Context: an optimization exercise on an open-source flow, tuned for small area. The choices shown serve that exercise and are no tape-out recipe.
The RTL was checked by simulation tests, not by an equivalence proof against the original design.
Power is estimated from default activity; no workload was simulated.

Design alu_rs_cluster, start of the top module:
module alu_rs_cluster #(
    parameter int NUM_ENTRIES = 8    
) (
    input  wire               clk_in,
    input  wire               rst_in,
    input  wire               rdy_in,       
    input  wire               flush,
    input  wire               dispatch_valid,
    input  wire [3:0]         dispatch_op,
    input  wire [alu_rs_pkg::TAG_W-1:0]   dispatch_tag,
    input  wire               src1_ready,
    input  wire [alu_rs_pkg::TAG_W-1:0]   src1_tag,
    input  wire [alu_rs_pkg::XLEN-1:0]    src1_value,
    input  wire               src2_ready,
    input  wire [alu_rs_pkg::TAG_W-1:0]   src2_tag,
    input  wire [alu_rs_pkg::XLEN-1:0]    src2_value,
    output logic              full,
    output logic              result_valid,
    output logic [alu_rs_pkg::TAG_W-1:0]  result_tag,
    output logic [alu_rs_pkg::XLEN-1:0]   result_value
);
export LEC_CHECK = 0
export CAP_MARGIN = 10
export CORE_MARGIN = 2
export CORE_UTILIZATION = 50
export PLACE_DENSITY = 0.95
export SLEW_MARGIN = 10
create_clock -name core_clock -period 6.0 [get_ports {clk_in}]
standard.sh (not shown) runs the stock make flow with config.mk's settings and CLKGATE_MAP_FILE= SYNTH_SCRIPT=/design/flow/synth_recipe.tcl, a recipe that flattens the netlist after the stock synthesis.
==> flow/flow/run.sh <==
#!/bin/bash
# Own layout flow: the standard ORFS flow (standard.sh, unchanged
# synthesis, floorplan, power grid and tap cells), with two changes:
#  - the port buffers are the smallest buffer cell;
#  - CTS builds larger sink clusters and inserts no dummy loads.
# Each call's full output goes to a log file in the work folder.
set -euo pipefail

CTS="-sink_clustering_enable -repair_clock_nets -dont_use_dummy_load"
CTS="$CTS -sink_clustering_size ${RS_CTS_SIZE:-28} -sink_clustering_max_diameter ${RS_CTS_DIAM:-80}"
CTS="$CTS -buf_list sky130_fd_sc_hd__clkbuf_16"

bash standard.sh \
    "BUFFER_PORTS_ARGS=-buffer_cell sky130_fd_sc_hd__buf_1" \
    "CTS_ARGS=$CTS" \
    finish > flow_make.log 2>&1
Change:
--- a/flow/config.mk
+++ b/flow/config.mk
@@ -9,4 +9,4 @@
 export CORE_MARGIN = 2
-export CORE_UTILIZATION = 50
-export PLACE_DENSITY = 0.95
+export CORE_UTILIZATION = 60
+export PLACE_DENSITY = 0.8
 export SLEW_MARGIN = 10
What happened: Clock skew came out higher by 50 ps; clock power grows by roughly a tenth; die area is lower by about a fifth; cell count drops by a few percent.
Change:
--- a/flow/config.mk
+++ b/flow/config.mk
@@ -9,4 +9,4 @@
 export CORE_MARGIN = 2
-export CORE_UTILIZATION = 60
-export PLACE_DENSITY = 0.8
+export CORE_UTILIZATION = 50
+export PLACE_DENSITY = 0.75
 export SLEW_MARGIN = 10
=> Worst setup slack is better by 30 ps; synthesized area stays the same; critical path depth rises by 1; core utilization falls by 11 points.
Change:
--- a/flow/config.mk
+++ b/flow/config.mk
@@ -7,6 +7,5 @@
 export LEC_CHECK = 0
-export CAP_MARGIN = 10
+export CAP_MARGIN = 0
 export CORE_MARGIN = 2
-export CORE_UTILIZATION = 50
-export PLACE_DENSITY = 0.75
-export SLEW_MARGIN = 10
+export CORE_UTILIZATION = 60
+export SLEW_MARGIN = 0
What happened: Final cell count drops by 3.0%. Hold slack hardly moves. Via count rises by 3.2%. Sequential power hardly moves. Critical path depth is lower by 1. Utilization came out higher by 11 points. Synthesized cell count stays the same. Wire length grows by 4.0%. First-iteration DRC count went down by 0.54%. Setup slack is worse by 68 ps.
Change:
--- a/flow/config.mk
+++ b/flow/config.mk
@@ -7,5 +7,5 @@
 export LEC_CHECK = 0
-export CAP_MARGIN = 0
+export CAP_MARGIN = 10
 export CORE_MARGIN = 2
-export CORE_UTILIZATION = 60
-export SLEW_MARGIN = 0
+export CORE_UTILIZATION = 50
+export SLEW_MARGIN = 10
=> The new run completed without violations. First-iteration DRC count decreases by 3.5%. Routed wire length increases by 7.5%. Register-to-register slack improved by 100 ps.
Change:
--- a/flow/config.mk
+++ b/flow/config.mk
@@ -10,2 +10,3 @@
 export CORE_UTILIZATION = 50
+export PLACE_DENSITY = 0.9
 export SLEW_MARGIN = 10
Result:
- The new run finished with timing, DRC and antenna clean
- utilization is lower by 0.50 points
- count of clock-buffer cells in the layout drops by 5
- sequential power is about the same
- final area decreases by 0.92%
- total power went down by 3.4%
- setup slack degrades by 35 ps
- first-iteration DRC count is higher by 25%
- fmax decreases by 0.60%
- critical path depth does not change
- sequential share of layout area rises by 0.39 points

========
Another version of the RTL of alu_rs_cluster (not shown whole).
For scale: roughly 650 flip-flops, about 0.033 mm² of cells after synthesis.
// alu_rs_cluster
module alu_rs_cluster #(
    parameter int NUM_ENTRIES = 8    
) (
    input  wire               clk_in,
    input  wire               rst_in,
    input  wire               rdy_in,       
    input  wire               flush,
    input  wire               dispatch_valid,
    input  wire [3:0]         dispatch_op,
    input  wire [alu_rs_pkg::TAG_W-1:0]   dispatch_tag,
    input  wire               src1_ready,
    input  wire [alu_rs_pkg::TAG_W-1:0]   src1_tag,
    input  wire [alu_rs_pkg::XLEN-1:0]    src1_value,
    input  wire               src2_ready,
    input  wire [alu_rs_pkg::TAG_W-1:0]   src2_tag,
    input  wire [alu_rs_pkg::XLEN-1:0]    src2_value,
    output logic              full,
    output logic              result_valid,
    output logic [alu_rs_pkg::TAG_W-1:0]  result_tag,
    output logic [alu_rs_pkg::XLEN-1:0]   result_value
);
Settings: LEC_CHECK=0, CAP_MARGIN=10, CORE_MARGIN=2, CORE_UTILIZATION=60, SLEW_MARGIN=10; clock period 6.0 ns.
==> flow/flow/run.sh <==
#!/bin/bash
# Own layout flow: the standard ORFS flow (standard.sh, unchanged
# synthesis, floorplan, power grid and tap cells), with two changes:
#  - the port buffers are the smallest buffer cell;
#  - CTS builds larger sink clusters and inserts no dummy loads.
# Each call's full output goes to a log file in the work folder.
set -euo pipefail

CTS="-sink_clustering_enable -repair_clock_nets -dont_use_dummy_load"
CTS="$CTS -sink_clustering_size ${RS_CTS_SIZE:-32} -sink_clustering_max_diameter ${RS_CTS_DIAM:-80}"
CTS="$CTS -buf_list sky130_fd_sc_hd__clkbuf_16"

bash standard.sh \
    "BUFFER_PORTS_ARGS=-buffer_cell sky130_fd_sc_hd__buf_1" \
    "CTS_ARGS=$CTS" \
    finish > flow_make.log 2>&1
The baseline finished clean.
Edit:
==> flow/run.sh (new file) <==
#!/bin/bash
# synth_recipe.tcl (not shown) runs the flow's synth.tcl, then flattens the netlist and writes it again
# the make line also repeats each setting of config.mk as NAME=value (left out here)
make -C /OpenROAD-flow-scripts/flow DESIGN_CONFIG=/design/flow/config.mk WORK_HOME=/design/flow/orfs CLKGATE_MAP_FILE= SYNTH_SCRIPT=/design/flow/synth_recipe.tcl finish
CAP_MARGIN = 20   (was 10)
CORE_UTILIZATION = 40   (was 60)
SLEW_MARGIN = 20   (was 10)
removed: flow/flow/run.sh
removed: flow/standard.sh
What happened: Clock skew went down by 44 ps; total power went up by about 25%; sequential power went down by about 1%; cell area went up by about 9%; die area went up by about 50%.

port drivers added, routing unchanged:
Ports are ideal in the flow. The routed layouts listed here were re-timed in OpenROAD. Step 1: set_driving_cell puts a clkbuf_16 on clk_in and a buf_2 on each other input, an assumption about the parent block. Step 2 moves the port delays by t, midway between the first and last clock arrival at a register: inputs arrive t later, outputs are due t later. That takes back most of the time a late clock gives input paths. Three values: no drivers, after step 1, after step 2; two values: the first two.
| run | t, ns | setup slack, ns | worst register clock-pin slew, ns | worst data-port slew with drivers (ns) |
|---|---|---|---|---|
| the first run of note 1 | 0.690 | 0.327 / 0.327 / 0.327 | 0.11 / 0.11 | 0.17 |
| the second run of note 1 | 0.644 | 0.263 / 0.263 / 0.263 | 0.11 / 0.11 | 0.12 |
| the third run of note 1 | 0.691 | 0.293 / 0.293 / 0.293 | 0.11 / 0.11 | 0.13 |
| the fourth run of note 1 | 0.619 | 0.225 / 0.225 / 0.225 | 0.11 / 0.11 | 0.14 |
| the fifth run of note 1 | 0.636 | 0.327 / 0.327 / 0.327 | 0.11 / 0.11 | 0.14 |
| the sixth run of note 1 | 0.681 | 0.292 / 0.292 / 0.292 | 0.11 / 0.11 | 0.24 |
| the first run of note 2 | 0.651 | 0.487 / 0.487 / 0.487 | 0.12 / 0.12 | 0.16 |
| the second run of note 2 | 0.699 | 0.562 / 0.562 / 0.562 | 0.07 / 0.07 | 0.20 |
After both steps every run listed still meets setup and hold.
